What follows belongs to an exercise in optimizing a design on an open flow for small area and a short achievable clock period; a production flow would make more cautious choices. RTL that was checked went through simulation tests only; none was proved equivalent to the original. Function not checked in runs 1 to 5: the RTL went through the layout flow alone. No activity file was given, so power comes from the tool's default toggle rates.

### design/flow/run.sh
#!/bin/bash
# synth_recipe.tcl (not shown) runs the flow's synth.tcl, then flattens the netlist and writes it again
# the make line also repeats each setting of config.mk as NAME=value (left out here)
make -C /OpenROAD-flow-scripts/flow DESIGN_CONFIG=/design/flow/config.mk WORK_HOME=/design/flow/orfs CLKGATE_MAP_FILE= SYNTH_SCRIPT=/design/flow/synth_recipe.tcl finish
### design/flow/config.mk
export PLATFORM = sky130hd
export DESIGN_NAME = pcie_cfg_top
export DESIGN_NICKNAME = pcie_cfg_top
export VERILOG_FILES = /design/flow/design.v
export SDC_FILE = /design/flow/constraint.sdc
export NUM_CORES = 4
export LEC_CHECK = 0
export ABC_CLOCK_PERIOD_IN_PS = 3000
export CAP_MARGIN = 20
export CORE_MARGIN = 2
export CORE_UTILIZATION = 40
export CTS_CLUSTER_DIAMETER = 100
export CTS_CLUSTER_SIZE = 25
export SETUP_SLACK_MARGIN = 3.8
export SLEW_MARGIN = 20
### design/flow/constraint.sdc
create_clock -name core_clock -period 7.0 [get_ports {clk_pcie}]
set_input_delay 1.4000 -clock core_clock [delete_from_list [all_inputs] [get_ports {clk_pcie}]]
set_output_delay 1.4000 -clock core_clock [all_outputs]
set_load 0.01 [all_outputs]
### design/flow/design.v
package cfg_pkg;
    localparam logic [15:0] RW_MAGIC          = 16'h6745;
    localparam logic [15:0] RO_MAGIC          = 16'h2301;
    localparam logic [31:0] CL_PERIOD_DEFAULT = 32'd62500;
    localparam logic [31:0] AUTO_WR_DATA      = 32'hff000406;
    localparam logic [159:0] RW_RESET = {
        CL_PERIOD_DEFAULT,       
        16'h0000,                
        4'hf,                    
        2'b00,                   
        10'd0,                   
        32'd0,                   
        32'd20,                  
        16'h0000,                
        RW_MAGIC                 
    };
endpackage
`timescale 1ns/10ps
module cfg_trit_enc (
    input  logic [5:0] i_mv,      
    output logic [4:0] o_code
);
    logic ma, va, mb, vb, mc, vc;
    assign {mc, vc, mb, vb, ma, va} = i_mv;
    always_comb
    begin
        case ({mc, mb, ma})
            3'b111:  o_code = {2'b11, vc, vb, va};
            3'b011:  o_code = {3'b100, vb, va};
            3'b101:  o_code = {3'b101, vc, va};
            3'b110:  o_code = {3'b010, vc, vb};
            3'b001:  o_code = {4'b0110, va};
            3'b010:  o_code = {4'b0111, vb};
            3'b100:  o_code = {4'b0000, vc};
            default: o_code = 5'b00100;
        endcase
    end
endmodule
module cfg_trit_dec (
    input  logic [4:0] i_code,
    output logic [5:0] o_mv       
);
    logic [4:0] c;
    assign c = i_code;
    assign o_mv[1] = c[4] | (c[3] & c[2] & ~c[1]);
    assign o_mv[0] = c[0];
    assign o_mv[3] = (c[4] & c[3]) | (c[4] & ~c[2]) | (~c[4] & c[3] & ~c[2]) | (~c[4] & c[3] & c[1]);
    assign o_mv[2] = c[4] ? c[1] : c[0];
    assign o_mv[5] = (c[4] & c[3]) | (c[4] & c[2]) | (~c[4] & c[3] & ~c[2]) | (~c[4] & ~c[3] & ~c[2] & ~c[1]);
    assign o_mv[4] = (c[4] & c[3]) ? c[2] : ((c[4] | c[3]) ? c[1] : c[0]);
endmodule
`timescale 1ns/10ps
module pcie_cfg_top (
    input  logic          clk_pcie,
    input  logic          rst,
    input  logic          i_cmd_valid,
    input  logic [63:0]   i_cmd,
    output logic          o_cmd_ready,
    output logic          o_rsp_valid,
    output logic [31:0]   o_rsp,
    input  logic          i_rsp_ready,
    output logic [49:0]   o_mgmt,
    input  logic [32:0]   i_mgmt,
    input  logic [47:0]   i_status,
    output logic [15:0]   o_pcie_id
);
    logic [159:0] rw_q;
    logic         rd_en_q;
    logic         mwr_en_q;
    logic         res_v;
    logic [31:0]  res;
    logic [9:0]   res_addr;
    logic [3:0]   res_be;
    logic [31:0]  cl_cnt;
    logic         done;
    logic         busy;
    logic         launch;
    logic         timer_run;
    logic         auto_wr;
    logic [1:0]   mgmt_en;
    logic [44:0]  cmd_in;
    logic [44:0]  hd;
    logic         hd_v;
    logic [44:0]  cring [15];
    logic [14:0]  c_rp;
    logic [14:0]  c_wp;
    logic [44:0]  c_rd;
    logic [44:0]  hd_d;
    logic         hd_rw_ok;      
    logic         hd_ro_ok;      
    logic [3:0]   c_rc;
    logic         wr_en_q;
    logic [15:0]  hd_val;
    logic [15:0]  hd_msk;
    logic [15:0]  hd_addr;
    logic [1:0]   hd_typ;
    logic         c_full;
    logic         c_push;
    logic         c_rne;
    logic         rsp_hold;
    logic         pop;
    logic         cmd_rd;
    logic         cmd_wr;
    logic         hfree;
    logic         c_take;
    logic         c_push_ring;
    logic [26:0]  cmd_code;
    logic [26:0]  hd_code;
    for (genvar g = 0; g < 5; g++)
    begin : g_tenc
        cfg_trit_enc u_enc (
            .i_mv({i_cmd[32+3*g+2], i_cmd[48+3*g+2], i_cmd[32+3*g+1], i_cmd[48+3*g+1],
                   i_cmd[32+3*g], i_cmd[48+3*g]}),    
            .o_code(cmd_code[5*g +: 5])
        );
        cfg_trit_dec u_dec (
            .i_code(hd_code[5*g +: 5]),
            .o_mv({hd_msk[3*g+2], hd_val[3*g+2], hd_msk[3*g+1], hd_val[3*g+1],
                   hd_msk[3*g], hd_val[3*g]})
        );
    end
    assign cmd_code[26:25] = {i_cmd[47], i_cmd[47] & i_cmd[63]};
    assign hd_msk[15]      = hd_code[26];
    assign hd_val[15]      = hd_code[25];
    assign cmd_in  = {cmd_code, i_cmd[31:16], i_cmd[13:12]};
    assign hd_code = hd[44:18];
    assign hd_addr = hd[17:2];
    assign hd_typ  = hd[1:0];
    assign c_full      = hd_v & (c_rc == 4'd15);
    assign o_cmd_ready = ~c_full;
    assign c_push      = i_cmd_valid & ~c_full;
    assign c_rne       = (c_rc != 4'd0);
    assign pop    = hd_v & ~rsp_hold & ~(rw_q[18] & busy);
    assign cmd_rd = pop & hd_typ[0];
    assign cmd_wr = pop & hd_typ[1] & hd_addr[15];
    assign hfree       = ~hd_v | (pop & ~(hd_typ[1] & hd_addr[15]));
    assign c_take      = hfree & c_rne;
    assign c_push_ring = c_push & ~(hfree & ~c_rne);
    assign hd_d = c_rne ? c_rd : cmd_in;
    always_ff @(posedge clk_pcie)
    begin
        if (hfree)
        begin
            hd       <= hd_d;
            hd_rw_ok <= (hd_d[16:7] == 10'd0) & hd_d[17];
            hd_ro_ok <= (hd_d[16:7] == 10'd0) & ~hd_d[17];
        end
        for (int i = 0; i < 15; i++)
        begin
            if (c_wp[i] & ((c_rc != 4'd15) | wr_en_q))
            begin
                cring[i] <= cmd_in;
            end
        end
    end
    always_comb
    begin
        c_rd = '0;
        for (int i = 0; i < 15; i++)
        begin
            c_rd = c_rd | (cring[i] & {45{c_rp[i]}});
        end
    end
    always_ff @(posedge clk_pcie)
    begin
        if (rst)
        begin
            hd_v    <= 1'b0;
            c_rp    <= 15'd1;
            c_wp    <= 15'd1;
            c_rc    <= '0;
            wr_en_q <= 1'b0;
        end
        else
        begin
            hd_v    <= hfree ? (c_rne | c_push) : ~pop;
            wr_en_q <= cmd_wr;
            if (c_take)
            begin
                c_rp <= {c_rp[13:0], c_rp[14]};
            end
            if (c_push_ring)
            begin
                c_wp <= {c_wp[13:0], c_wp[14]};
            end
            if (c_push_ring & ~c_take)
            begin
                c_rc <= c_rc + 4'd1;
            end
            else if (c_take & ~c_push_ring)
            begin
                c_rc <= c_rc - 4'd1;
            end
        end
    end
    logic [7:0]   rd_lo;
    logic [7:0]   rd_hi;
    logic [31:0]  rsp_word;
    logic [191:0] ro;
    assign ro = {
        res,
        16'h0000,
        res_be, res_v, 1'b0, res_addr,
        16'h0000,
        i_status[15:0],
        i_status[31:16],
        i_status[34:32], i_status[39:35], i_status[47:40],
        32'd24,
        14'h0000, mgmt_en,
        cfg_pkg::RO_MAGIC
    };
    logic [23:0]  rsel_rw;
    logic [23:0]  rsel_ro;
    always_comb
    begin
        for (int k = 0; k < 24; k++)
        begin
            rsel_rw[k] = hd_rw_ok & (hd_addr[4:0] == 5'(k)) & (k < 20);
            rsel_ro[k] = hd_ro_ok & (hd_addr[4:0] == 5'(k));
        end
        rd_lo = 8'h00;
        rd_hi = 8'h00;
        for (int k = 0; k < 24; k++)
        begin
            if (k < 20)
            begin
                rd_lo = rd_lo | (rw_q[8*(k % 20) +: 8] & {8{rsel_rw[k]}});
            end
            if (k < 19)
            begin
                rd_hi = rd_hi | (rw_q[8*((k + 1) % 20) +: 8] & {8{rsel_rw[k]}});
            end
            rd_lo = rd_lo | (ro[8*k +: 8] & {8{rsel_ro[k]}});
            if (k < 23)
            begin
                rd_hi = rd_hi | (ro[8*((k + 1) % 24) +: 8] & {8{rsel_ro[k]}});
            end
        end
    end
    assign rsp_word = {hd_addr, rd_lo, rd_hi};
    logic [31:0]  rhd;
    logic         rhd_v;
    logic [31:0]  rring [15];
    logic [14:0]  r_rp;
    logic [14:0]  r_wp;
    logic [31:0]  r_rd;
    logic [3:0]   r_rc;
    logic         rsp_push_q;
    logic         rfree;
    logic         r_take;
    assign rsp_hold = (r_rc == 4'd15) | ((r_rc == 4'd14) & rhd_v & ~rsp_push_q);
    assign rfree    = ~rhd_v | i_rsp_ready;
    assign r_take   = rfree & (r_rc != 4'd0);
    assign o_rsp       = rhd;
    assign o_rsp_valid = rhd_v;
    always_ff @(posedge clk_pcie)
    begin
        if (r_take)
        begin
            rhd <= r_rd;
        end
        for (int i = 0; i < 15; i++)
        begin
            if (r_wp[i] & (r_rc != 4'd15))
            begin
                rring[i] <= rsp_word;
            end
        end
    end
    always_comb
    begin
        r_rd = '0;
        for (int i = 0; i < 15; i++)
        begin
            r_rd = r_rd | (rring[i] & {32{r_rp[i]}});
        end
    end
    always_ff @(posedge clk_pcie)
    begin
        if (rst)
        begin
            rhd_v      <= 1'b0;
            r_rp       <= 15'd1;
            r_wp       <= 15'd1;
            r_rc       <= '0;
            rsp_push_q <= 1'b0;
        end
        else
        begin
            rsp_push_q <= cmd_rd;
            rhd_v      <= rfree ? (r_rc != 4'd0) : 1'b1;
            if (r_take)
            begin
                r_rp <= {r_rp[13:0], r_rp[14]};
            end
            if (cmd_rd)
            begin
                r_wp <= {r_wp[13:0], r_wp[14]};
            end
            if (cmd_rd & ~r_take)
            begin
                r_rc <= r_rc + 4'd1;
            end
            else if (r_take & ~cmd_rd)
            begin
                r_rc <= r_rc - 4'd1;
            end
        end
    end
    logic         wr_small;
    logic [159:0] rw_wr;
    assign wr_small = hd_rw_ok;
    always_comb
    begin
        logic       lo_hit;
        logic       hi_hit;
        logic [7:0] bm;
        logic [7:0] bv;
        for (int k = 0; k < 20; k++)
        begin
            lo_hit = wr_en_q & wr_small & (hd_addr[4:0] == 5'(k));
            hi_hit = wr_en_q & wr_small & (k > 0) & (hd_addr[4:0] == 5'((k + 31) % 32));
            bm = lo_hit ? hd_msk[15:8] : (hi_hit ? hd_msk[7:0] : 8'h00);
            bv = lo_hit ? hd_val[15:8] : hd_val[7:0];
            rw_wr[8*k +: 8] = (rw_q[8*k +: 8] & ~bm) | (bv & bm);
        end
    end
    always_ff @(posedge clk_pcie)
    begin
        if (rst)
        begin
            rw_q <= cfg_pkg::RW_RESET;
        end
        else
        begin
            rw_q <= rw_wr;
            if (launch)
            begin
                rw_q[16] <= 1'b0;
                rw_q[17] <= 1'b0;
            end
            if (auto_wr)
            begin
                rw_q[17]      <= 1'b1;
                rw_q[95:64]   <= cfg_pkg::AUTO_WR_DATA;
                rw_q[105:96]  <= 10'd1;
                rw_q[106]     <= 1'b0;
                rw_q[107]     <= 1'b0;
                rw_q[111:108] <= {rw_q[19], 1'b0, rw_q[20], rw_q[20]};
            end
        end
    end
    assign done      = i_mgmt[32];
    assign busy      = rw_q[16] | rw_q[17] | rd_en_q | mwr_en_q;
    assign launch    = (rw_q[16] | rw_q[17]) & ~rd_en_q & ~mwr_en_q;
    assign timer_run = (rw_q[19] | rw_q[20]) & ~busy & ~pop & ~wr_en_q;
    assign auto_wr   = timer_run & (cl_cnt >= rw_q[159:128]);
    assign mgmt_en   = {mwr_en_q & ~done, rd_en_q & ~done};
    assign o_mgmt = {mgmt_en[0], mgmt_en[1], rw_q[95:64], rw_q[105:96], rw_q[111:108],
                     rw_q[106], rw_q[107]};
    always_ff @(posedge clk_pcie)
    begin
        if (rst)
        begin
            rd_en_q  <= 1'b0;
            mwr_en_q <= 1'b0;
            res_v    <= 1'b0;
            res      <= '0;
            res_addr <= '0;
            res_be   <= '0;
        end
        else if (done && (rd_en_q || mwr_en_q))
        begin
            rd_en_q  <= 1'b0;
            mwr_en_q <= 1'b0;
            res_v    <= 1'b1;
            res      <= i_mgmt[31:0];
            res_addr <= rw_q[105:96];
            res_be   <= rw_q[111:108];
        end
        else if (launch)
        begin
            rd_en_q  <= rw_q[16];
            mwr_en_q <= ~rw_q[16];
            res_v    <= 1'b0;
        end
    end
    always_ff @(posedge clk_pcie)
    begin
        if (rst)
        begin
            cl_cnt <= '0;
        end
        else if (auto_wr)
        begin
            cl_cnt <= '0;
        end
        else if (timer_run)
        begin
            cl_cnt <= cl_cnt + 32'd1;
        end
    end
    assign o_pcie_id = {i_status[34:32], i_status[39:35], i_status[47:40]};
endmodule
==> results of run 1 <==
[Yosys cell counts, drive strengths merged (32+ instances only)]
cell and n:
a21oi 196, a221oi 125, a222oi 92, a22o 125, a22oi 424, and3 100, buf 124, clkbuf 326
dfxtp 313, edfxtp 1234, ha 38, inv 61, mux2i 141, nand2 421, nand3 60, nand4 90
nor2 333, nor2b 32, o21ai 147, o22ai 125
[worst paths after layout]
kind                                 end  slack (ns)  cells after the start
hold reg to reg     r_wp[6]$_SDFFE_PP0P_        0.47                      2
setup / recovery  rring[14][5]$_DFFE_PP_        3.76                      8
hold / removal      r_wp[6]$_SDFFE_PP0P_        0.47                      2
setup reg to reg  rring[14][5]$_DFFE_PP_        3.76                      8
[sequential cells by signal, summed over array words and instances, names as in the netlist, 15 cells and up, named ones only]
| name | count |
|---|---|
| rhd | 32 |
| hd | 45 |
| res | 32 |
| r_wp | 15 |
| cring | 675 |
| c_rp | 15 |
| r_rp | 15 |
| rring | 480 |
| c_wp | 15 |
| cl_cnt | 32 |
[layout make-up]
type | count | area [µm²]
multi-input cells | 2797 | 18700
well taps | 2072 | 2590
inverters | 61 | 235
flip-flops and latches | 1547 | 43500
clock inverters | 17 | 280
repair buffers | 426 | 3800
diodes | 6 | 15.0
fillers | 14100 | 86900
clock buffers | 106 | 2000
[layer usage]
| metal | part of all wire | up-vias | track usage |
|---|---|---|---|
| li1 | - | 19100 | - |
| met1 | 0.40 | 22600 | 0.357 |
| met2 | 0.46 | 2614 | 0.415 |
| met3 | 0.11 | 447 | 0.0550 |
| met4 | 0.040 | 16 | 0.0950 |
| met5 | 0.00050 | - | 0 |
[critical path, stage by stage, from the launching register on]
cell and delay (ns):
edfxtp_1 0.39, clkbuf_8 0.30, nand3b_1 0.43, nor2_1 0.27
a22oi_1 0.33, nand4_1 0.22, nor2_1 0.36, o2111ai_1 0.34
buf_4 0.29
[power by group]
part | leakage (nW) | total, mW | internal, mW | switching, mW
Combinational | 7.39 | 6.22 | 1.83 | 4.39
Clock | 1.10 | 5.15 | 2.16 | 2.99
Sequential | 14.0 | 11.7 | 11.0 | 0.666
Total | 22.4 | 23.1 | 15.0 | 8.04
[logic make-up (layout without fill, tap and decap cells)]
logic type	count (synthesis)	count (layout)	share of synthesized area
flip-flops	1547	1547	0.682
AND/OR/NAND/NOR	1166	1166	0.0854
multiplexers	147	147	0.0234
buffers and inverters	511	610	0.0348
AO/OA/AOI/OAI	1404	1405	0.161
other	0	6	0
XOR/XNOR	39	39	0.00538
adder cells (fa/ha/maj)	40	40	0.00811
[placed cells by master, fill, tap and decap left out, drive strengths merged, types with 100 or more instances in the layout]
cell and count:
a21oi 196, a221oi 125, a22o 125, a22oi 424
and3 100, buf 210, clkbuf 109, clkdlybuf4s50 183
dfxtp 313, edfxtp 1234, mux2i 141, nand2 421
nor2 333, o21ai 147, o22ai 125
[what timing repair did]
action / 4_1_cts / 5_1_grt
pin swaps: 14 / 2
gates resized for setup: 270 / 22
gates cloned: 1 / 0
setup endpoints to repair: 417 / 224
setup buffers: 33 / 7
==> flow_metrics.tcl, run 1 <==
set metrics [dict create \
    skew_ns 0.0526 \
    synth-seq-area-share 0.682 \
    grt_use_total 0.262 \
    cp.required_ns 7.46 \
    wl_per_cell_um 31.2 \
    coreArea_um2 158000 \
    ys_ff_latch 1547 \
    h-tree-depth 3 \
    final_area_um2 71100 \
    syn_area_per_cell_um2 13.1 \
    syn_to_final_growth_pct 11.9 \
    dp.cells 6861 \
    period_needed_ns 3.24 \
    tns_ns 0 \
    ys_async_sr_fraction 0 \
    fp-row-count 146 \
    ys.flop_type "edfxtp_1" \
    max_slew.worst_pin.slew_ns 1.18 \
    synthCells 4854 \
    cts_hold_repair.buffers 0 \
    grt_max_degree 155 \
    routed_wl_mm 219 \
    cts_tree "done" \
    clock-sinks 1547 \
    grt_pass1_wl_mm 310 \
    synth_area_um2 63500 \
    hold_viol 0 \
    drv_cap 0 \
    place_area_um2 68100 \
    worstSkewPairLatency_ns 0.75 \
    end_kind "register" \
    rsz0062_at_grt "yes" \
    first_global_vias 42000 \
    setup.worst_path.start "hd[3]$_DFFE_PP_" \
    port_buffers 234 \
    critPathKind "reg -> reg" \
    ant_nets 0 \
    slew_headroom 0.213 \
    crit_arrival_ns 3.70 \
    drive_gt1_frac 0.107 \
    p_leak_nw 22.4 \
    start_util 0.402 \
    finalHoldWorstSlack_ns 0.468 \
    synth.distinct_cells 82 \
    die_h_um 403 \
    die_x_um 403 \
    yosysTopAreaCell "edfxtp_1" \
    clk_pin_slew_ns 0.10 \
    timing.fmax_mhz 308 \
    routed_via_density 6.37 \
    syn_nets 5043 \
    drt_first_pass_iters 7 \
    fin_nets 5096 \
    min_period_over_period 0.464 \
    power.total_mw 23.1 \
    final_core_util 0.450 \
    peakVddDrop_uv 266 \
    yosys_warnings 4 \
    overflow 0 \
    r2r_start "hd[3]$_DFFE_PP_" \
    setup_violations 0 \
    cp-start-kind "register" \
    path_max_fanout 49 \
    yosys-top-cells-area "edfxtp_1 58%, dfxtp_1 9.9%, a22oi_1 5.0%, nand2_1 2.5%, mux2i_1 2.2%" \
    power_density_nw_per_um2 325 \
    fin_cells 7032 \
    hp-class "reg -> reg" \
    finalMaxSlewViolations 0 \
    top_level_ports 249 \
    synth_top_area_frac 0.583 \
    hold_start "r_wp[5]$_SDFFE_PP0P_" \
    drt_drc_violations_left 0 \
    dieArea_um2 162000 \
    fin_ws_ns 3.76 \
    cts-buffers-inserted 74 \
    ctsLongestPathBuffers 3 \
    gp_congestion 1.01 \
    synth-edff-count 1234 \
    cts-root-buf "clkbuf_16" \
    outcome "finished clean" \
    antenna_found_initial 13 \
    dpl.hpwl_mm 125 \
    vias 44800 \
    dp_worst_setup_slack_ns 2.54 \
    drtIter0Drc 6446 \
]
==> run 2: changes to the inputs <==
--- a/design/flow/design.v
+++ b/design/flow/design.v
@@ -209,34 +209,43 @@
         14'h0000, mgmt_en,
         cfg_pkg::RO_MAGIC
     };
-    logic [23:0]  rsel_rw;
-    logic [23:0]  rsel_ro;
+    logic [7:0]   rwb [34];
+    logic [7:0]   rob [34];
     always_comb
     begin
-        for (int k = 0; k < 24; k++)
+        for (int k = 0; k < 34; k++)
         begin
-            rsel_rw[k] = hd_rw_ok & (hd_addr[4:0] == 5'(k)) & (k < 20);
-            rsel_ro[k] = hd_ro_ok & (hd_addr[4:0] == 5'(k));
+            rwb[k] = (k < 20) ? rw_q[8*(k % 20) +: 8] : 8'h00;
+            rob[k] = (k < 24) ? ro[8*(k % 24) +: 8] : 8'h00;
         end
-        rd_lo = 8'h00;
-        rd_hi = 8'h00;
-        for (int k = 0; k < 24; k++)
+    end
+    logic [7:0]   xe_rw, xo_rw, xn_rw, xe_ro, xo_ro, xn_ro;
+    logic [7:0]   rwe [16], rwo [16], rwn [16], roe [16], roo [16], ron [16];
+    logic [7:0]   l_rw, l_ro, h_rw, h_ro;
+    always_comb
+    begin
+        for (int j = 0; j < 16; j++)
         begin
-            if (k < 20)
-            begin
-                rd_lo = rd_lo | (rw_q[8*(k % 20) +: 8] & {8{rsel_rw[k]}});
-            end
-            if (k < 19)
-            begin
-                rd_hi = rd_hi | (rw_q[8*((k + 1) % 20) +: 8] & {8{rsel_rw[k]}});
-            end
-            rd_lo = rd_lo | (ro[8*k +: 8] & {8{rsel_ro[k]}});
-            if (k < 23)
-            begin
-                rd_hi = rd_hi | (ro[8*((k + 1) % 24) +: 8] & {8{rsel_ro[k]}});
-            end
+            rwe[j] = rwb[2*j];
+            rwo[j] = rwb[2*j+1];
+            rwn[j] = rwb[2*j+2];
+            roe[j] = rob[2*j];
+            roo[j] = rob[2*j+1];
+            ron[j] = rob[2*j+2];
         end
     end
+    assign xe_rw = rwe[hd_addr[4:1]];
+    assign xo_rw = rwo[hd_addr[4:1]];
+    assign xn_rw = rwn[hd_addr[4:1]];
+    assign xe_ro = roe[hd_addr[4:1]];
+    assign xo_ro = roo[hd_addr[4:1]];
+    assign xn_ro = ron[hd_addr[4:1]];
+    assign l_rw = hd_addr[0] ? xo_rw : xe_rw;
+    assign h_rw = hd_addr[0] ? xn_rw : xo_rw;
+    assign l_ro = hd_addr[0] ? xo_ro : xe_ro;
+    assign h_ro = hd_addr[0] ? xn_ro : xo_ro;
+    assign rd_lo = ({8{hd_rw_ok}} & l_rw) | ({8{hd_ro_ok}} & l_ro);
+    assign rd_hi = ({8{hd_rw_ok}} & h_rw) | ({8{hd_ro_ok}} & h_ro);
     assign rsp_word = {hd_addr, rd_lo, rd_hi};
     logic [31:0]  rhd;
     logic         rhd_v;
==> flow_metrics.tcl, run 2 <==
set metrics [dict create \
    wl_per_cell_um 29.3 \
    drtIter0Drc 5825 \
    clockPowerShare 0.213 \
    ys_top_cells_by_count "1234 x edfxtp_1, 384 x nand2_1, 342 x a22oi_1, 317 x clkbuf_1, 313 x dfxtp_1" \
    skew_ns 0.0461 \
    final_cell_mix "1234 x edfxtp_1, 379 x nand2_1, 342 x a22oi_1" \
    first_global_vias 40600 \
    routed_wl_mm 202 \
    critPathKind "reg -> reg" \
    ys.flop_type "edfxtp_1" \
    synth.distinct_cells 77 \
    rsz0062_at_grt "yes" \
    crit_arrival_ns 3.70 \
    worstSkewPairLatency_ns 0.74 \
    clk_pin_slew_ns 0.11 \
    synth_top_area_frac 0.588 \
    max_slew.worst_pin.slew_ns 1.21 \
    antenna_found_initial 12 \
    grt_pass1_wl_mm 290 \
    clock-sinks 1547 \
    holdPathStages 2 \
    p_leak_nw 22.4 \
    p_int_mw 15.3 \
    dp.cells 6734 \
    cts-buffers-inserted 73 \
    dieArea_um2 161000 \
    hp-class "reg -> reg" \
    fin_nets 4978 \
    drive_gt1_frac 0.0998 \
    ys_async_sr_fraction 0 \
    coreArea_um2 156000 \
    timing.rr.end "rring[3][0]$_DFFE_PP_" \
    min_period_over_period 0.462 \
    timing.fmax_mhz 309 \
    end_kind "register" \
    top_register "cring" \
    die_h_um 401 \
    finalMaxSlewViolations 0 \
    hold_start "res[14]$_SDFFE_PP0P_" \
    r2r_start "hd[3]$_DFFE_PP_" \
    path_max_fanout 28 \
    routed_via_density 6.25 \
    whs_endpoint "res[14]$_SDFFE_PP0P_" \
    pwr-share-comb 0.282 \
    die_x_um 401 \
    slew_headroom 0.190 \
    hold_viol 0 \
    outcome "finished clean" \
    ff2ff_path_depth 9 \
    ys_ff_latch 1547 \
    yosys-top-cells-area "edfxtp_1 59%, dfxtp_1 9.9%, a22oi_1 4.1%, mux2i_1 2.4%, nand2_1 2.3%" \
    syn_nets 4928 \
    port_buffers 234 \
    tns_ns 0 \
    synth-edff-count 1234 \
    syn_to_final_growth_pct 11.5 \
    power_density_nw_per_um2 333 \
    yosys_warnings 12 \
    final_common_cell "edfxtp_1" \
    top_level_ports 249 \
    h-tree-depth 3 \
    start_util 0.403 \
    vias 43100 \
    cts_tree "done" \
    syn_area_per_cell_um2 13.3 \
    largest_reg_flops 675 \
    cp-start-kind "register" \
    reg.largest.list "cring: 675 flops, rring: 480 flops, hd: 45 flops" \
    fin_cells 6893 \
    drv_cap 0 \
    cp.required_ns 7.46 \
    ctsLongestPathBuffers 3 \
    yosysTopAreaCell "edfxtp_1" \
    peakVddDrop_uv 229 \
    p_seq_frac 0.505 \
    dpl.hpwl_mm 114 \
    grt_use_total 0.244 \
    cts-root-buf "clkbuf_16" \
    period_needed_ns 3.24 \
    setup_violations 0 \
    switching_share 0.348 \
    drt_first_pass_iters 8 \
    gp_congestion 0.927 \
    reg2reg_slack_ns 3.76 \
    overflow 0 \
    p_switching_mw 8.15 \
    drt_drc_violations_left 0 \
    fp-row-count 145 \
    synthCells 4739 \
    synth_most_common_cell "edfxtp_1" \
    cts_hold_repair.buffers 0 \
    synth-seq-area-share 0.687 \
    synth_area_um2 63000 \
    grt_max_degree 79 \
    ant_nets 0 \
]
## run 2: worst max-delay path by stage
stage | slack [ns] | to | depth (start not counted) | start
after global placement | 2.66 | r_rc[3]$_SDFFE_PP0P_ | 11 | i_rsp_ready
after global routing | 3.72 | r_rc[3]$_SDFFE_PP0P_ | 13 | mwr_en_q$_SDFFE_PP0P_
final | 3.76 | rring[3][0]$_DFFE_PP_ | 9 | hd[3]$_DFFE_PP_
after floorplan | 3.66 | cring[8][0]$_DFFE_PP_ | 4 | c_rc[0]$_SDFFE_PP0P_
after detailed placement | 2.64 | r_rc[3]$_SDFFE_PP0P_ | 11 | i_rsp_ready
after CTS | 3.60 | o_mgmt[48] | 3 | i_mgmt[32]
## run 2: timing repair
action	CTS	global route
endpoints found under the setup margin	471	123
hold endpoints to repair	0	0
buffers inserted	28	5
gates resized for setup	219	39
cloned	3	0
pin swaps	18	11
## run 2: worst max-delay path, stage by stage, from the launching register on
cell	delay (ns)
edfxtp_1	0.43
buf_12	0.17
buf_6	0.20
nor4b_4	0.18
buf_12	0.20
a222oi_1	0.74
a41oi_2	0.27
a221oi_2	0.40
a31oi_4	0.11
buf_6	0.21
## run 2: layout make-up
class,instances,area [µm²]
Fill cell,14100,86100
Sequential cell,1547,43400
Multi-Input combinational cell,2682,18100
Timing Repair Buffer,421,3760
Tap cell,2058,2570
Clock buffer,107,1990
Inverter,64,249
Clock inverter,11,170
Antenna cell,3,7.51
## run 2: kinds of logic (layout without fill, tap and decap cells)
logic type	after synthesis	count (layout)	synth area share
DFF	1547	1547	0.687
AOI/OAI and AO/OA	1360	1361	0.158
and+or+nand+nor	1081	1082	0.0797
buffers and inverters	512	603	0.0355
muxes	157	157	0.0250
xor gates and xnor gates	42	42	0.00584
adders and majority gates	40	40	0.00818
other	0	3	0
## run 2: layer usage
layer	track usage	vias up	part of all wire
met2	0.395	2247	0.47
met5	0	-	0.00021
met4	0.0818	6	0.035
met1	0.332	21800	0.40
li1	-	18600	-
met3	0.0438	345	0.095
## run 2: power groups by stage
stage | combinational [mW] | clock, mW | sequential [mW]
2_1_floorplan | 3.57 | 0 | 11.7
4_1_cts | 6.37 | 5.04 | 11.8
3_3_place_gp | 6.05 | 0 | 12.1
5_1_grt | 6.97 | 5.34 | 11.9
6_report | 6.61 | 4.98 | 11.8
3_5_place_dp | 6.16 | 0 | 12.1
## run 2: metrics by stage
stage / utilization / hold slack [ns] / worst slack [ns] / power [mW] / area, µm²
floorplan: - / 0.436 / 3.66 / 15.3 / 63100
global placement: 0.432 / 0.444 / 2.66 / 18.1 / 67500
detailed placement: 0.432 / 0.446 / 2.64 / 18.3 / 67500
CTS: 0.448 / 0.461 / 3.60 / 23.3 / 70100
global route: 0.449 / 0.480 / 3.72 / 24.2 / 70300
finish: 0.449 / 0.459 / 3.76 / 23.4 / 70300
==> run 3: changes to the inputs <==
--- a/design/flow/config.mk
+++ b/design/flow/config.mk
@@ -11,5 +11,5 @@
 export CORE_UTILIZATION = 40
 export CTS_CLUSTER_DIAMETER = 100
 export CTS_CLUSTER_SIZE = 25
-export SETUP_SLACK_MARGIN = 3.8
+export SETUP_SLACK_MARGIN = 4.1
 export SLEW_MARGIN = 20
==> flow_metrics.tcl, run 3 <==
set metrics [dict create \
    final_cell_mix "1234 x edfxtp_1, 375 x nand2_1, 335 x a22oi_1" \
    critPathSlowestCell "a222oi_1" \
    top_register "cring" \
    period_needed_ns 3.15 \
    ys.flop_type "edfxtp_1" \
    max_slew.worst_pin.slew_ns 1.14 \
    routed_via_density 6.36 \
    hp-class "reg -> reg" \
    path_max_fanout 8 \
    yosys.area_share.simple 0.0797 \
    ys_async_sr_fraction 0 \
    synthCells 4739 \
    synth_xor_xnor_area_share 0.00584 \
    coreArea_um2 156000 \
    cp.required_ns 7.42 \
    ys_ff_latch 1547 \
    fp-row-count 145 \
    synth.distinct_cells 77 \
    largest_reg_flops 675 \
    drt_first_pass_iters 11 \
    outcome "finished clean" \
    drt_drc_violations_left 0 \
    crit_path_max_incr_delay_ns 0.54 \
    vias 44600 \
    yosys_warnings 12 \
    fin_ws_ns 3.85 \
    peakVddDrop_uv 288 \
    end_kind "register" \
    tns_ns 0 \
    die_h_um 401 \
    clock-sinks 1547 \
    synth_area_um2 63000 \
    start_util 0.403 \
    reg.largest.list "cring: 675 flops, rring: 480 flops, hd: 45 flops" \
    crit_chain "buf_6 -> buf_6 -> buf_12 -> and4b_4 -> buf_12 -> a222oi_1 -> nand2_1 -> o22ai_4 -> nor2_4 -> a221o_2" \
    power_density_nw_per_um2 339 \
    overflow 0 \
    dieArea_um2 161000 \
    synth-edff-count 1234 \
    skew_ns 0.0341 \
    setup_violations 0 \
    syn_to_final_growth_pct 15.7 \
    slew_headroom 0.243 \
    hold_viol 0 \
    min_period_over_period 0.450 \
    gp_congestion 0.910 \
    routed_wl_mm 215 \
    h-tree-depth 3 \
    cts-buffers-inserted 74 \
    ant_nets 0 \
    synthMuxAreaShare 0.0250 \
    antennaDiodeCount 0 \
    cts-root-buf "clkbuf_16" \
    grt_use_total 0.249 \
    grt_max_degree 81 \
    port_buffers 234 \
    yosys-top-cells-area "edfxtp_1 59%, dfxtp_1 9.9%, a22oi_1 4.1%, mux2i_1 2.4%, nand2_1 2.3%" \
    p_leak_nw 23.6 \
    crit_arrival_ns 3.57 \
    yosys.area_share.adder 0.00818 \
    cp-start-kind "register" \
    die_x_um 401 \
    drtIter0Drc 7305 \
    clk_pin_slew_ns 0.11 \
    finalMaxSlewViolations 0 \
    final_common_cell "edfxtp_1" \
    fin_nets 5097 \
    syn_nets 4928 \
    critPathKind "reg -> reg" \
    fillers 13800 \
    synth-seq-area-share 0.687 \
    yosysTopAreaCell "edfxtp_1" \
    synth_most_common_cell "edfxtp_1" \
    first_global_vias 40800 \
    power.total_mw 24.7 \
    ys_top_cells_by_count "1234 x edfxtp_1, 384 x nand2_1, 342 x a22oi_1, 317 x clkbuf_1, 313 x dfxtp_1" \
    rsz0062_at_grt "yes" \
    top_level_ports 249 \
    synth_top_family_by_area "compound AO/OA/AOI/OAI gates" \
    grt_pass1_wl_mm 295 \
    wl_per_cell_um 30.7 \
    dpl.hpwl_mm 111 \
    antenna_found_initial 10 \
    dp_worst_setup_slack_ns 2.62 \
    synth_top_area_frac 0.588 \
    timing.fmax_mhz 317 \
    ctsLongestPathBuffers 3 \
    drv_cap 0 \
    drive_gt1_frac 0.146 \
    syn_area_per_cell_um2 13.3 \
    cts_tree "done" \
    synth_compound_area_frac 0.158 \
    worstSkewPairLatency_ns 0.73 \
]
## run 3: layout make-up
| cell class | instances | area (µm²) | share of cell area |
|---|---|---|---|
| sequential | 1547 | 43500 | 0.597 |
| multi-input combinational | 2695 | 19100 | 0.262 |
| timing repair buffer | 524 | 5240 | 0.0719 |
| tap | 2058 | 2570 | 0.0353 |
| clock buffer | 99 | 2000 | 0.0274 |
| inverter | 64 | 249 | 0.00342 |
| clock inverter | 13 | 211 | 0.00290 |
| timing repair inverter | 2 | 12.5 | 0.000172 |
## run 3: path summary, 6_finish.rpt
kind	to	depth (start not counted)	slack, ns	from
setup / recovery	rring[11][4]$_DFFE_PP_	10	3.85	hd[5]$_DFFE_PP_
setup reg to reg	rring[11][4]$_DFFE_PP_	10	3.85	hd[5]$_DFFE_PP_
hold / removal	res[15]$_SDFFE_PP0P_	2	0.46	res[15]$_SDFFE_PP0P_
hold reg to reg	res[15]$_SDFFE_PP0P_	2	0.46	res[15]$_SDFFE_PP0P_
## run 3: worst max-delay path: cells and delay by family (launching register included)
| kind | cells | cell delay [ns] |
|---|---|---|
| simple gates | 3 | 0.52 |
| buf+inv | 4 | 0.53 |
| flops | 1 | 0.48 |
| compound gates | 3 | 1.31 |
## run 3: timing repair
action / in CTS / in global routing
gates cloned: 14 / 16
hold buffers: 0 / 0
resized for setup: 509 / 168
setup endpoints to repair: 612 / 416
pin swaps: 28 / 79
setup buffers: 61 / 75
## run 3: logic make-up (layout without fill, tap and decap cells)
family | count (synthesis) | after routing
buffers and inverters | 512 | 702
multiplexers | 157 | 157
XOR/XNOR | 42 | 42
AO/OA/AOI/OAI | 1360 | 1366
adder cells (fa/ha/maj) | 40 | 40
flip-flops | 1547 | 1547
AND/OR/NAND/NOR | 1081 | 1090
## run 3: metrics by stage
stage	utilization	instances	hold slack, ns	cell area [µm²]
floorplan	-	4739	0.436	63200
global placement	0.432	6723	0.443	67500
detailed placement	0.432	6723	0.447	67500
CTS	0.455	6910	0.461	71200
global route	0.466	7002	0.475	72900
finish	0.466	7002	0.461	72900
## run 3: report_power, final
group	leakage, nW	switching [mW]	internal (mW)
clock	1.06	2.98	2.07
sequential	14.0	0.658	11.1
combinational	8.56	5.35	2.49
## run 3: layer usage
| metal | global-route usage | part of all wire | vias to the layer above |
|---|---|---|---|
| li1 | - | - | 18900 |
| met1 | 0.345 | 0.39 | 22300 |
| met2 | 0.393 | 0.45 | 2798 |
| met3 | 0.0467 | 0.11 | 510 |
| met4 | 0.0857 | 0.049 | 6 |
| met5 | 0 | 0.00020 | - |
==> run 4: changes to the inputs <==
--- a/design/flow/config.mk
+++ b/design/flow/config.mk
@@ -11,5 +11,6 @@
 export CORE_UTILIZATION = 40
 export CTS_CLUSTER_DIAMETER = 100
 export CTS_CLUSTER_SIZE = 25
-export SETUP_SLACK_MARGIN = 4.1
+export SETUP_SLACK_MARGIN = 3.8
 export SLEW_MARGIN = 20
+export TNS_END_PERCENT = 5
==> flow_metrics.tcl, run 4 <==
set metrics [dict create \
    setup_violations 0 \
    outcome "finished clean" \
    routed_wl_mm 200 \
    syn_nets 4928 \
    ant_nets 0 \
    ys_ff_latch 1547 \
    tns_ns 0 \
    coreArea_um2 156000 \
    syn_to_final_growth_pct 11.0 \
    crit_buf_inv 3 \
    min_period_over_period 0.501 \
    fin_nets 4950 \
    clock-sinks 1547 \
    synth-edff-count 1234 \
    yosys.area_share.adder 0.00818 \
    cts-buffers-inserted 74 \
    cts_tree "done" \
    clk_pin_slew_ns 0.10 \
    drive_gt1_frac 0.0868 \
    cts-root-buf "clkbuf_16" \
    max_slew.worst_pin.slew_ns 1.21 \
    dpl.hpwl_mm 113 \
    holdPathStages 2 \
    fp-row-count 145 \
    yosys.area_share.simple 0.0797 \
    finalMaxSlewViolations 0 \
    ys_async_sr_fraction 0 \
    wl_per_cell_um 29.0 \
    vias 42700 \
    syn_area_per_cell_um2 13.3 \
    cp.depth 8 \
    yosys-top-cells-area "edfxtp_1 59%, dfxtp_1 9.9%, a22oi_1 4.1%, mux2i_1 2.4%, nand2_1 2.3%" \
    fillers 14100 \
    timing.fmax_mhz 285 \
    path_max_fanout 25 \
    synthCells 4739 \
    peakVddDrop_uv 246 \
    final_core_util 0.447 \
    ctsLongestPathBuffers 3 \
    drt_drc_violations_left 0 \
    synth_area_um2 63000 \
    cp.required_ns 7.54 \
    synth_top_family_by_area "compound AO/OA/AOI/OAI gates" \
    critPathKind "reg -> reg" \
    rsz0062_at_grt "yes" \
    grt_max_degree 115 \
    die_h_um 401 \
    routed_via_density 6.21 \
    end_kind "register" \
    power_density_nw_per_um2 333 \
    synth.distinct_cells 77 \
    synth-seq-area-share 0.687 \
    setup.worst_path.start "hd[3]$_DFFE_PP_" \
    grt_use_total 0.241 \
    die_x_um 401 \
    r2r_start "hd[3]$_DFFE_PP_" \
    ff2ff_path_depth 8 \
    overflow 0 \
    ys_top_cells_by_count "1234 x edfxtp_1, 384 x nand2_1, 342 x a22oi_1, 317 x clkbuf_1, 313 x dfxtp_1" \
    drv_cap 0 \
    hp-class "reg -> reg" \
    skew_ns 0.0459 \
    cp-start-kind "register" \
    dp.cells 6728 \
    yosys_warnings 12 \
    crit_arrival_ns 4.05 \
    ys.flop_type "edfxtp_1" \
    drt_first_pass_iters 6 \
    gp_congestion 0.913 \
    port_buffers 234 \
    synth_most_common_cell "edfxtp_1" \
    dieArea_um2 161000 \
    drtIter0Drc 5744 \
    p_leak_nw 22.2 \
    largest_reg_flops 675 \
    hold_start "res[8]$_SDFFE_PP0P_" \
    hold_viol 0 \
    worstSkewPairLatency_ns 0.72 \
    crit_family "compound AO/OA/AOI/OAI gates" \
    top_level_ports 249 \
    synthMuxAreaShare 0.0250 \
    synth_compound_area_frac 0.158 \
    start_util 0.403 \
    period_needed_ns 3.51 \
    synth_xor_xnor_area_share 0.00584 \
    fin_cells 6875 \
    slew_headroom 0.196 \
    first_global_vias 40400 \
    antenna_found_initial 4 \
    yosysTopAreaCell "edfxtp_1" \
    final_common_cell "edfxtp_1" \
    h-tree-depth 3 \
    synth_top_area_frac 0.588 \
    top_register "cring" \
    crit_chain "buf_4 -> nor4b_4 -> buf_4 -> a222oi_1 -> a41oi_1 -> a221oi_1 -> a31oi_1 -> buf_4" \
    grt_pass1_wl_mm 287 \
    crit_path_max_incr_delay_ns 0.51 \
    reg.largest.list "cring: 675 flops, rring: 480 flops, hd: 45 flops" \
    critPathSlowestCell "nor4b_4" \
    cp_common_cell "buf_4" \
    final_cell_mix "1234 x edfxtp_1, 382 x nand2_1, 342 x a22oi_1" \
]
## run 4: changes by cell type in the layout (fill, tap and decap cells not counted), moves of 19 or more
cell             delta
clkdlybuf4s50_1    +91
dlygate4sd2_1      -65
buf_4              -64
buf_6              -53
dfxtp_1            +33
dfxtp_4            -32
buf_12             -27
clkbuf_1           +19
## run 4: area by class of cell
| cell class | count | area [µm²] | area share |
|---|---|---|---|
| antenna | 3 | 7.51 | 0.000107 |
| clock buffer | 117 | 2060 | 0.0294 |
| clock inverter | 12 | 190 | 0.00272 |
| inverter | 64 | 240 | 0.00343 |
| multi-input combinational | 2680 | 18000 | 0.257 |
| sequential | 1547 | 43400 | 0.620 |
| tap | 2058 | 2570 | 0.0368 |
| timing repair buffer | 394 | 3530 | 0.0505 |
## run 4: logic make-up after synthesis
group                    after synthesis
AND/OR/NAND/NOR                     1081
multiplexers                         157
adder cells (fa/ha/maj)               40
AO/OA/AOI/OAI                       1360
flip-flops                          1547
buffers and inverters                512
XOR/XNOR                              42
## run 4: timing repair
item                                    4_1_cts  5_1_grt
endpoints found under the setup margin      451      393
pin swaps                                     4        2
resized for setup                           127       10
buffers inserted                             12        2
hold buffers                                  0        0
## run 4: worst paths after layout
path / endpoint / slack (ns)
max: rring[6][0]$_DFFE_PP_ / 3.49
min: res[8]$_SDFFE_PP0P_ / 0.46
max reg2reg: rring[6][0]$_DFFE_PP_ / 3.49
min reg2reg: res[8]$_SDFFE_PP0P_ / 0.46
## run 4: layer usage
metal / vias to the layer above / GRT usage / share of wire
met5: - / 0 / 0.000065
met4: 2 / 0.0841 / 0.038
met3: 353 / 0.0468 / 0.091
met2: 2105 / 0.388 / 0.47
met1: 21700 / 0.326 / 0.40
li1: 18600 / - / -
## run 4: where the power goes
| part | switching (mW) | internal [mW] |
|---|---|---|
| logic | 4.44 | 1.95 |
| registers | 0.713 | 11.1 |
| clock network | 2.93 | 2.13 |
| total | 8.09 | 15.2 |
## run 4: per-stage QoR
step	area (µm²)	hold WS, ns	total power, mW	setup WS (ns)
floorplan	63000	0.436	15.3	3.66
global placement	67500	0.443	18.1	2.65
detailed placement	67500	0.450	18.2	2.65
CTS	69800	0.464	23.2	3.54
global route	70000	0.481	24.2	3.50
finish	70000	0.463	23.3	3.49
## run 4: worst reg2reg max path: stages (launching register included)
cell	delay [ns]
edfxtp_1	0.50
buf_4	0.39
nor4b_4	0.52
buf_4	0.47
a222oi_1	0.29
a41oi_1	0.37
a221oi_1	0.14
a31oi_1	0.36
buf_4	0.29
==> run 5: changes to the inputs <==
==> design/flow/flow/run.sh (new file) <==
#!/bin/bash
# Standard layout, with the port buffers made from the smallest plain buffer instead of
# ORFS's default choice. Everything else is the standard flow (standard.sh).
set -euo pipefail
export BUFFER_PORTS_ARGS="-buffer_cell sky130_fd_sc_hd__buf_1"
bash standard.sh > standard_flow.log 2>&1
==> design/flow/standard.sh (new file) <==
#!/bin/bash
# synth_recipe.tcl (not shown) runs the flow's synth.tcl, then flattens the netlist and writes it again
# the make line also repeats each setting of config.mk as NAME=value (left out here)
make -C /OpenROAD-flow-scripts/flow DESIGN_CONFIG=/design/flow/config.mk WORK_HOME=/design/flow/orfs CLKGATE_MAP_FILE= SYNTH_SCRIPT=/design/flow/synth_recipe.tcl "${@:-finish}"
--- a/design/flow/config.mk
+++ b/design/flow/config.mk
@@ -13,4 +13,3 @@
 export CTS_CLUSTER_SIZE = 25
 export SETUP_SLACK_MARGIN = 3.8
 export SLEW_MARGIN = 20
-export TNS_END_PERCENT = 5
removed: design/flow/run.sh
==> flow_metrics.tcl, run 5 <==
set metrics [dict create \
    top_register "cring" \
    switching_share 0.353 \
    path_max_fanout 11 \
    wl_per_cell_um 29.4 \
    final_core_util 0.441 \
    yosys-top-cells-area "edfxtp_1 59%, dfxtp_1 9.9%, a22oi_1 4.1%, mux2i_1 2.4%, nand2_1 2.3%" \
    max_slew.worst_pin.slew_ns 1.19 \
    hp-class "reg -> reg" \
    synth-seq-area-share 0.687 \
    synthMuxAreaShare 0.0250 \
    end_kind "register" \
    synth.distinct_cells 77 \
    dp.cells 6724 \
    skew_ns 0.0479 \
    synth_compound_area_frac 0.158 \
    cts-root-buf "clkbuf_16" \
    start_util 0.403 \
    die_h_um 401 \
    dieArea_um2 161000 \
    clk_pin_slew_ns 0.10 \
    cp.required_ns 7.43 \
    routed_wl_mm 203 \
    final_common_cell "edfxtp_1" \
    yosysTopAreaCell "edfxtp_1" \
    syn_area_per_cell_um2 13.3 \
    final_area_um2 69000 \
    tns_ns 0 \
    pwr-share-comb 0.277 \
    grt_pass1_wl_mm 288 \
    drt_drc_violations_left 0 \
    ys_ff_latch 1547 \
    hold_viol 0 \
    antenna_found_initial 7 \
    yosys.area_share.adder 0.00818 \
    min_period_over_period 0.484 \
    yosys_warnings 12 \
    p_switching_mw 8.23 \
    cp-start-kind "register" \
    ys.flop_type "edfxtp_1" \
    clockPowerShare 0.212 \
    p_int_mw 15.1 \
    clock-sinks 1547 \
    fillers 14100 \
    ys_async_sr_fraction 0 \
    routed_via_density 6.27 \
    synth_area_um2 63000 \
    drv_cap 0 \
    ys_top_cells_by_count "1234 x edfxtp_1, 384 x nand2_1, 342 x a22oi_1, 317 x clkbuf_1, 313 x dfxtp_1" \
    largest_reg_flops 675 \
    worstSkewPairLatency_ns 0.74 \
    fin_nets 4970 \
    syn_nets 4928 \
    ctsLongestPathBuffers 3 \
    place_area_um2 66100 \
    drt_first_pass_iters 9 \
    final_cell_mix "1234 x edfxtp_1, 379 x nand2_1, 342 x a22oi_1" \
    crit_arrival_ns 3.82 \
    overflow 0 \
    top_level_ports 249 \
    finalMaxSlewViolations 0 \
    grt_use_total 0.242 \
    ant_nets 0 \
    synth_most_common_cell "edfxtp_1" \
    drive_gt1_frac 0.0902 \
    p_seq_frac 0.511 \
    setup_violations 0 \
    reg.largest.list "cring: 675 flops, rring: 480 flops, hd: 45 flops" \
    syn_to_final_growth_pct 9.43 \
    rsz0062_at_grt "yes" \
    period_needed_ns 3.39 \
    slew_headroom 0.209 \
    synth_top_family_by_area "compound AO/OA/AOI/OAI gates" \
    synth_xor_xnor_area_share 0.00584 \
    synthCells 4739 \
    vias 43200 \
    coreArea_um2 156000 \
    fin_cells 6888 \
    fp-row-count 145 \
    timing.fmax_mhz 295 \
    dpl.hpwl_mm 112 \
    die_x_um 401 \
    drtIter0Drc 5919 \
    gp_congestion 0.903 \
    first_global_vias 40500 \
    synth_top_area_frac 0.588 \
    port_buffers 234 \
    power_density_nw_per_um2 338 \
    fin_ws_ns 3.61 \
    h-tree-depth 3 \
    synth-edff-count 1234 \
    cts-buffers-inserted 73 \
    peakVddDrop_uv 281 \
    dp_worst_setup_slack_ns 2.80 \
    yosys.area_share.simple 0.0797 \
    critPathKind "reg -> reg" \
    grt_max_degree 162 \
    cts_tree "done" \
    p_leak_nw 21.6 \
    outcome "finished clean" \
]
[run 5: cell counts after synthesis]
No cell type changed its count.
[run 5: cells by family after synthesis]
| kind of cell | count (synthesis) |
|---|---|
| buf+inv | 512 |
| compound gates | 1360 |
| xor+xnor | 42 |
| simple gates | 1081 |
| mux | 157 |
| fa+ha+maj | 40 |
| flops | 1547 |
[run 5: cell type report]
| class | instances | area (µm²) | area share |
|---|---|---|---|
| clock buffers | 106 | 1970 | 0.0286 |
| multi-input cells | 2682 | 18200 | 0.264 |
| clock inverters | 12 | 146 | 0.00212 |
| diodes | 6 | 15.0 | 0.000218 |
| flip-flops and latches | 1547 | 43400 | 0.629 |
| well taps | 2058 | 2570 | 0.0373 |
| inverters | 64 | 246 | 0.00357 |
| repair buffers | 413 | 2460 | 0.0357 |
[run 5: per-layer routing]
layer | up-vias | track usage | wire length (µm)
met2 | 2405 | 0.385 | 93600
met1 | 21800 | 0.333 | 81300
li1 | 18600 | - | -
met4 | 6 | 0.0827 | 7570
met5 | - | 0 | 41
met3 | 376 | 0.0427 | 20200
[run 5: what timing repair did]
item	CTS	global route
pin swaps	13	12
cloned	2	4
setup buffers	21	11
gates resized for setup	58	38
endpoints found under the setup margin	383	221
hold buffers	0	0
[run 5: final timing paths]
path / start / to / slack, ns / depth (start not counted)
worst max register to register: hd[3]$_DFFE_PP_ / rring[3][8]$_DFFE_PP_ / 3.61 / 8
worst min-delay path: res[31]$_SDFFE_PP0P_ / res[31]$_SDFFE_PP0P_ / 0.46 / 2
worst max-delay path: hd[3]$_DFFE_PP_ / rring[3][8]$_DFFE_PP_ / 3.61 / 8
worst min register to register: res[31]$_SDFFE_PP0P_ / res[31]$_SDFFE_PP0P_ / 0.46 / 2
[run 5: power by group through the flow]
stage               Sequential, mW  Combinational (mW)  Clock, mW
floorplan                     11.7                3.57          0
global placement              12.1                5.85          0
detailed placement            12.1                5.95          0
CTS                           11.9                6.11       5.00
global route                  12.0                6.79       5.30
finish                        11.9                6.44       4.93
[run 5: per-stage QoR]
| stage | hold WS (ns) | total power [mW] |
|---|---|---|
| 3_5_place_dp | 0.449 | 18.1 |
| 2_1_floorplan | 0.436 | 15.3 |
| 6_report | 0.464 | 23.3 |
| 4_1_cts | 0.462 | 23.0 |
| 3_3_place_gp | 0.444 | 18.0 |
| 5_1_grt | 0.478 | 24.1 |
[run 5: critical path, stage by stage, from the launching register on]
cell and delay (ns):
edfxtp_1 0.52, buf_6 0.22, nor4bb_4 0.17, buf_4 0.18
a222oi_1 0.85, a41oi_2 0.25, buf_4 0.20, o211a_4 0.19
or3_4 0.51
==> run 6: changes to the inputs <==
--- a/design/flow/design.v
+++ b/design/flow/design.v
@@ -82,7 +82,9 @@
     logic [44:0]  hd;
     logic         hd_v;
     logic [44:0]  cring [15];
+    logic [3:0]   c_rp_q;       
     logic [14:0]  c_rp;
+    logic [3:0]   c_wp_q;       
     logic [14:0]  c_wp;
     logic [44:0]  c_rd;
     logic [44:0]  hd_d;
@@ -137,6 +139,16 @@
     assign c_take      = hfree & c_rne;
     assign c_push_ring = c_push & ~(hfree & ~c_rne);
     assign hd_d = c_rne ? c_rd : cmd_in;
+    always_comb
+    begin
+        for (int i = 0; i < 15; i++)
+        begin
+            c_rp[i] = (c_rp_q == 4'(i));
+            c_wp[i] = (c_wp_q == 4'(i));
+            r_rp[i] = (r_rp_q == 4'(i));
+            r_wp[i] = (r_wp_q == 4'(i));
+        end
+    end
     always_ff @(posedge clk_pcie)
     begin
         if (hfree)
@@ -166,8 +178,8 @@
         if (rst)
         begin
             hd_v    <= 1'b0;
-            c_rp    <= 15'd1;
-            c_wp    <= 15'd1;
+            c_rp_q  <= 4'd0;
+            c_wp_q  <= 4'd0;
             c_rc    <= '0;
             wr_en_q <= 1'b0;
         end
@@ -177,11 +189,11 @@
             wr_en_q <= cmd_wr;
             if (c_take)
             begin
-                c_rp <= {c_rp[13:0], c_rp[14]};
+                c_rp_q <= (c_rp_q == 4'd14) ? 4'd0 : c_rp_q + 4'd1;
             end
             if (c_push_ring)
             begin
-                c_wp <= {c_wp[13:0], c_wp[14]};
+                c_wp_q <= (c_wp_q == 4'd14) ? 4'd0 : c_wp_q + 4'd1;
             end
             if (c_push_ring & ~c_take)
             begin
@@ -250,7 +262,9 @@
     logic [31:0]  rhd;
     logic         rhd_v;
     logic [31:0]  rring [15];
+    logic [3:0]   r_rp_q;       
     logic [14:0]  r_rp;
+    logic [3:0]   r_wp_q;       
     logic [14:0]  r_wp;
     logic [31:0]  r_rd;
     logic [3:0]   r_rc;
@@ -289,8 +303,8 @@
         if (rst)
         begin
             rhd_v      <= 1'b0;
-            r_rp       <= 15'd1;
-            r_wp       <= 15'd1;
+            r_rp_q     <= 4'd0;
+            r_wp_q     <= 4'd0;
             r_rc       <= '0;
             rsp_push_q <= 1'b0;
         end
@@ -300,11 +314,11 @@
             rhd_v      <= rfree ? (r_rc != 4'd0) : 1'b1;
             if (r_take)
             begin
-                r_rp <= {r_rp[13:0], r_rp[14]};
+                r_rp_q <= (r_rp_q == 4'd14) ? 4'd0 : r_rp_q + 4'd1;
             end
             if (cmd_rd)
             begin
-                r_wp <= {r_wp[13:0], r_wp[14]};
+                r_wp_q <= (r_wp_q == 4'd14) ? 4'd0 : r_wp_q + 4'd1;
             end
             if (cmd_rd & ~r_take)
             begin
==> flow_metrics.tcl, run 6 <==
set metrics [dict create \
    outcome "finished clean" \
    clockPowerShare 0.207 \
    ys_async_sr_fraction 0 \
    overflow 0 \
    final_core_util 0.441 \
    max_slew.worst_pin.slew_ns 1.18 \
    grt_use_total 0.243 \
    dieArea_um2 160000 \
    synth-seq-area-share 0.678 \
    cts_tree "done" \
    worstSkewPairLatency_ns 0.72 \
    largest_reg_flops 675 \
    finalMaxSlewViolations 0 \
    drt_first_pass_iters 10 \
    ys_ff_latch 1503 \
    antenna_found_initial 10 \
    fin_cells 6889 \
    finalHoldWorstSlack_ns 0.463 \
    top_usage_layer "met2" \
    synth-edff-count 1234 \
    yosys-top-cells-area "edfxtp_1 59%, dfxtp_1 8.6%, a22oi_1 4.8%, mux2i_1 2.5%, nor2_1 2.1%" \
    groute.layer.met2.usage 0.383 \
    synth_top_area_frac 0.592 \
    period_needed_ns 3.21 \
    power.total_mw 23.5 \
    dp_worst_setup_slack_ns 3.01 \
    cp.required_ns 7.42 \
    critPathSlowestCell "nor4_4" \
    fin_ws_ns 3.79 \
    tns_ns 0 \
    ctsLongestPathBuffers 3 \
    min_period_over_period 0.459 \
    fin_nets 4982 \
    grt_max_degree 71 \
    die_h_um 400 \
    gp_congestion 0.895 \
    yosysTopAreaCell "edfxtp_1" \
    cts-root-buf "clkbuf_16" \
    final_cell_mix "1234 x edfxtp_1, 397 x a22oi_1, 315 x nor2_1" \
    grt_pass1_wl_mm 286 \
    clock-sinks 1503 \
    setup_violations 0 \
    p_int_mw 15.0 \
    synth.distinct_cells 86 \
    p_seq_frac 0.496 \
    yosys_warnings 12 \
    coreArea_um2 156000 \
    critPathKind "reg -> reg" \
    end_kind "register" \
    start_util 0.402 \
    p_leak_nw 21.5 \
    drt_drc_violations_left 0 \
    globalRouteMet1Util 0.338 \
    rsz0062_at_grt "yes" \
    pwr-share-comb 0.298 \
    p_switching_mw 8.46 \
    hp-class "reg -> reg" \
    syn_to_final_growth_pct 9.81 \
    top_level_ports 249 \
    dpl.hpwl_mm 111 \
    first_global_vias 40500 \
    final_area_um2 68800 \
    drive_gt1_frac 0.0975 \
    final_common_cell "edfxtp_1" \
    h-tree-depth 3 \
    synth_area_um2 62600 \
    synth_most_common_cell "edfxtp_1" \
    peakVddDrop_uv 273 \
    slew_headroom 0.207 \
    ys.flop_type "edfxtp_1" \
    skew_ns 0.0458 \
    cp-start-kind "register" \
    drv_cap 0 \
    cts-buffers-inserted 71 \
    vias 43400 \
    place_area_um2 66100 \
    use_met3 0.0441 \
    hold_viol 0 \
    switching_share 0.361 \
    die_x_um 400 \
    path_max_fanout 26 \
    drtIter0Drc 6230 \
    crit_path_max_incr_delay_ns 0.90 \
    syn_nets 4937 \
    timing.fmax_mhz 311 \
    fp-row-count 145 \
    routed_wl_mm 200 \
    clk_pin_slew_ns 0.10 \
    synthCells 4748 \
    routed_via_density 6.30 \
    wl_per_cell_um 29.1 \
    crit_chain "buf_8 -> nor4_4 -> buf_4 -> a221oi_1 -> and3_1 -> a41oi_1" \
    crit_arrival_ns 3.63 \
    ant_nets 0 \
    top_register "cring" \
    dp.cells 6761 \
    ys_top_cells_by_count "1234 x edfxtp_1, 398 x a22oi_1, 347 x nor2_1, 322 x clkbuf_1, 305 x nand2_1" \
    syn_area_per_cell_um2 13.2 \
    port_buffers 234 \
    reg.largest.list "cring: 675 flops, rring: 480 flops, hd: 45 flops" \
    power_density_nw_per_um2 341 \
]
## run 6: cell count changes after synthesis, sizes merged, moves of 24 or more
| cell | change |
|---|---|
| a221oi | -40 |
| a22o | -43 |
| a22oi | +55 |
| and3 | -26 |
| dfxtp | -44 |
| nand2 | -79 |
| nand3 | +24 |
| nor2 | +40 |
| nor3 | +26 |
## run 6: logic make-up after synthesis
| kind of cell | Yosys count | share of synthesized area |
|---|---|---|
| flip-flops | 1503 | 0.678 |
| AO/OA/AOI/OAI | 1368 | 0.158 |
| AND/OR/NAND/NOR | 1108 | 0.0859 |
| buffers and inverters | 510 | 0.0357 |
| multiplexers | 177 | 0.0291 |
| XOR/XNOR | 42 | 0.00587 |
| adder cells (fa/ha/maj) | 40 | 0.00823 |
## run 6: power groups by stage
stage               clock network, mW  logic, mW  registers, mW
finish                           4.84       6.98           11.6
global route                     5.19       7.36           11.7
floorplan                           0       3.88           11.5
CTS                              4.92       6.74           11.6
global placement                    0       6.59           11.8
detailed placement                  0       6.66           11.8
## run 6: worst max-delay path, delay by kind of cell (launching register included)
family                 cells  cell delay (ns)
AO/OA/AOI/OAI              2             0.66
AND/OR/NAND/NOR            2             1.12
buffers and inverters      2             0.66
flip-flops                 1             0.45
## run 6: layout make-up
type / count / area (µm²)
timing repair buffer: 410 / 2350
inverter: 71 / 274
multi-input combinational: 2736 / 19000
sequential: 1503 / 42500
antenna: 1 / 2.50
clock inverter: 13 / 138
tap: 2058 / 2570
fill: 14000 / 87100
clock buffer: 97 / 1950
## run 6: per-layer routing
metal	up-vias	wire, µm	part of all wire
met2	2439	91400	0.46
met4	8	7100	0.035
li1	18700	-	-
met1	21900	82000	0.41
met5	-	43	0.00021
met3	369	19800	0.099
## run 6: what timing repair did
| action | in CTS | in global routing |
|---|---|---|
| gates resized for setup | 59 | 40 |
| hold buffers | 0 | 0 |
| pin swaps | 6 | 2 |
| setup buffers | 9 | 6 |
| endpoints found under the setup margin | 250 | 269 |
| cloned | 1 | 0 |
## run 6: path summary, 6_finish.rpt
check                         start                   end  slack, ns  depth (start not counted)
min            res[26]$_SDFFE_PP0P_  res[26]$_SDFFE_PP0P_       0.46                          2
max          c_rp_q[2]$_SDFFE_PP0P_      hd[32]$_DFFE_PP_       3.79                          6
min reg2reg    res[26]$_SDFFE_PP0P_  res[26]$_SDFFE_PP0P_       0.46                          2
max reg2reg  c_rp_q[2]$_SDFFE_PP0P_      hd[32]$_DFFE_PP_       3.79                          6
==> run 7: changes to the inputs <==
==> design/flow/run.sh (new file) <==
#!/bin/bash
# synth_recipe.tcl (not shown) runs the flow's synth.tcl, then flattens the netlist and writes it again
# the make line also repeats each setting of config.mk as NAME=value (left out here)
make -C /OpenROAD-flow-scripts/flow DESIGN_CONFIG=/design/flow/config.mk WORK_HOME=/design/flow/orfs CLKGATE_MAP_FILE= SYNTH_SCRIPT=/design/flow/synth_recipe.tcl finish
removed: design/flow/flow/run.sh
removed: design/flow/standard.sh
==> flow_metrics.tcl, run 7 <==
set metrics [dict create \
    synth_top_area_frac 0.592 \
    die_x_um 400 \
    cts-root-buf "clkbuf_16" \
    yosys-top-cells-area "edfxtp_1 59%, dfxtp_1 8.6%, a22oi_1 4.8%, mux2i_1 2.5%, nor2_1 2.1%" \
    reg.largest.list "cring: 675 flops, rring: 480 flops, hd: 45 flops" \
    rsz0062_at_grt "yes" \
    drt_first_pass_iters 7 \
    ff2ff_path_depth 7 \
    r2r_start "c_rp_q[1]$_SDFFE_PP0P_" \
    vias 43700 \
    grt_max_degree 96 \
    drt_drc_violations_left 0 \
    fin_ws_ns 3.75 \
    worstSkewPairLatency_ns 0.74 \
    setup_violations 0 \
    synth-seq-area-share 0.678 \
    period_needed_ns 3.25 \
    synth_most_common_cell "edfxtp_1" \
    hold_start "res_be[3]$_SDFFE_PP0P_" \
    final_core_util 0.450 \
    antenna_found_initial 8 \
    cp.required_ns 7.38 \
    tns_ns 0 \
    finalMaxSlewViolations 0 \
    drv_cap 0 \
    peakVddDrop_uv 249 \
    min_period_over_period 0.464 \
    wl_per_cell_um 29.4 \
    synth_area_um2 62600 \
    crit_arrival_ns 3.63 \
    synth.distinct_cells 86 \
    crit_buf_inv 2 \
    cts_tree "done" \
    skew_ns 0.0466 \
    ys_ff_latch 1503 \
    largest_reg_flops 675 \
    ys_top_cells_by_count "1234 x edfxtp_1, 398 x a22oi_1, 347 x nor2_1, 322 x clkbuf_1, 305 x nand2_1" \
    gp_congestion 0.885 \
    ant_nets 0 \
    routed_wl_mm 203 \
    synth-edff-count 1234 \
    overflow 0 \
    fin_nets 4987 \
    final_common_cell "edfxtp_1" \
    cts-buffers-inserted 71 \
    routed_via_density 6.34 \
    ff_latch_area_um2 42500 \
    hold_viol 0 \
    power_density_nw_per_um2 337 \
    grt_use_total 0.246 \
    syn_area_per_cell_um2 13.2 \
    end_kind "register" \
    die_h_um 400 \
    cp.depth 7 \
    critPathSlowestCell "a31oi_1" \
    dp_worst_setup_slack_ns 2.63 \
    dieArea_um2 160000 \
    yosysTopAreaCell "edfxtp_1" \
    timing.rr.end "hd[34]$_DFFE_PP_" \
    timing.fmax_mhz 308 \
    fp-row-count 145 \
    clk_pin_slew_ns 0.10 \
    ctsLongestPathBuffers 3 \
    top_register "cring" \
    synthCells 4748 \
    crit_path_max_incr_delay_ns 0.68 \
    crit_end "hd[34]$_DFFE_PP_" \
    syn_nets 4937 \
    drtIter0Drc 5904 \
    cp_common_cell "buf_6" \
    ys.flop_type "edfxtp_1" \
    top_level_ports 249 \
    critPathKind "reg -> reg" \
    outcome "finished clean" \
    fillers 13800 \
    max_slew.worst_pin.slew_ns 1.16 \
    h-tree-depth 3 \
    start_util 0.402 \
    final_cell_mix "1234 x edfxtp_1, 397 x a22oi_1, 315 x nor2_1" \
    drive_gt1_frac 0.107 \
    p_leak_nw 22.2 \
    multi_input_area_um2 19000 \
    path_max_fanout 32 \
    grt_pass1_wl_mm 289 \
    crit_chain "buf_6 -> nor4_4 -> buf_6 -> a222oi_1 -> nand3_1 -> nor3_1 -> a31oi_1" \
    port_buffers 234 \
    syn_to_final_growth_pct 12.1 \
    ys_async_sr_fraction 0 \
    crit_family "compound AO/OA/AOI/OAI gates" \
    yosys_warnings 12 \
    clock-sinks 1503 \
    dpl.hpwl_mm 112 \
    hp-class "reg -> reg" \
    setup.worst_path.start "c_rp_q[1]$_SDFFE_PP0P_" \
    reg2reg_slack_ns 3.75 \
    first_global_vias 41100 \
    coreArea_um2 156000 \
    cp-start-kind "register" \
    slew_headroom 0.228 \
]
[run 7: cell counts after synthesis]
Identical to the previous run, type by type.
[run 7: logic make-up (layout without fill, tap and decap cells)]
family / count (synthesis) / after routing / share of synthesized area
flops: 1503 / 1503 / 0.678
mux: 177 / 177 / 0.0291
buf+inv: 510 / 603 / 0.0357
xor+xnor: 42 / 42 / 0.00587
simple gates: 1108 / 1110 / 0.0859
compound gates: 1368 / 1369 / 0.158
other cells: 0 / 1 / 0
fa+ha+maj: 40 / 40 / 0.00823
[run 7: layer usage]
| layer | routed length, µm | track usage |
|---|---|---|
| met3 | 20400 | 0.0446 |
| met1 | 83200 | 0.343 |
| met4 | 6790 | 0.0802 |
| met2 | 92600 | 0.388 |
| met5 | 22 | 0 |
[run 7: repair_timing]
action,4_1_cts,5_1_grt
pin swaps,11,1
setup endpoints to repair,458,322
buffers inserted,20,1
cloned,2,2
resized for setup,219,39
hold buffers,0,0
[run 7: metrics by stage]
stage / hold slack (ns) / std cells / area [µm²] / total power, mW
2_1_floorplan: 0.436 / 4748 / 62700 / 15.4
3_3_place_gp: 0.443 / 6756 / 67600 / 18.6
3_5_place_dp: 0.448 / 6758 / 67600 / 18.7
4_1_cts: 0.463 / 6899 / 70000 / 23.5
5_1_grt: 0.480 / 6902 / 70200 / 24.5
6_report: 0.464 / 6903 / 70200 / 23.7
[run 7: area by class of cell]
| type | count | area share |
|---|---|---|
| multi-input cells | 2738 | 0.271 |
| repair buffers | 412 | 0.0531 |
| well taps | 2058 | 0.0367 |
| flip-flops and latches | 1503 | 0.606 |
| diodes | 1 | 0.0000357 |
| clock inverters | 14 | 0.00250 |
| inverters | 71 | 0.00387 |
| clock buffers | 105 | 0.0271 |
| repair inverters | 1 | 0.0000713 |
[run 7: how the worst min path moves through the flow]
stage,to,slack [ns],cells after the start
final,res_be[3]$_SDFFE_PP0P_,0.46,2
after global routing,res_addr[8]$_SDFFE_PP0P_,0.48,2
after global placement,res[30]$_SDFFE_PP0P_,0.44,2
after CTS,res[29]$_SDFFE_PP0P_,0.46,2
after floorplan,res[24]$_SDFFE_PP0P_,0.44,2
after detailed placement,res[14]$_SDFFE_PP0P_,0.45,2
[run 7: worst register-to-register path, delay by kind of cell, from the launching register on]
kind            cells  cell delay, ns
simple gates        3            0.83
compound gates      2            0.90
flops               1            0.47
buf+inv             2            0.73
[run 7: where the power goes]
part	total, mW	internal [mW]	switching [mW]	leakage (nW)
registers	11.6	11.0	0.695	13.6
clock network	4.86	1.99	2.87	0.999
logic	7.17	2.20	4.96	7.61

Re-timed with assumed drivers on the ports (clkbuf_16 on the clock, buf_2 on other inputs), run 7 has 3.751 ns of setup slack against 3.751 ns with ideal ports, and 3.205 ns once port delays also move by the mid clock arrival of 0.790 ns.
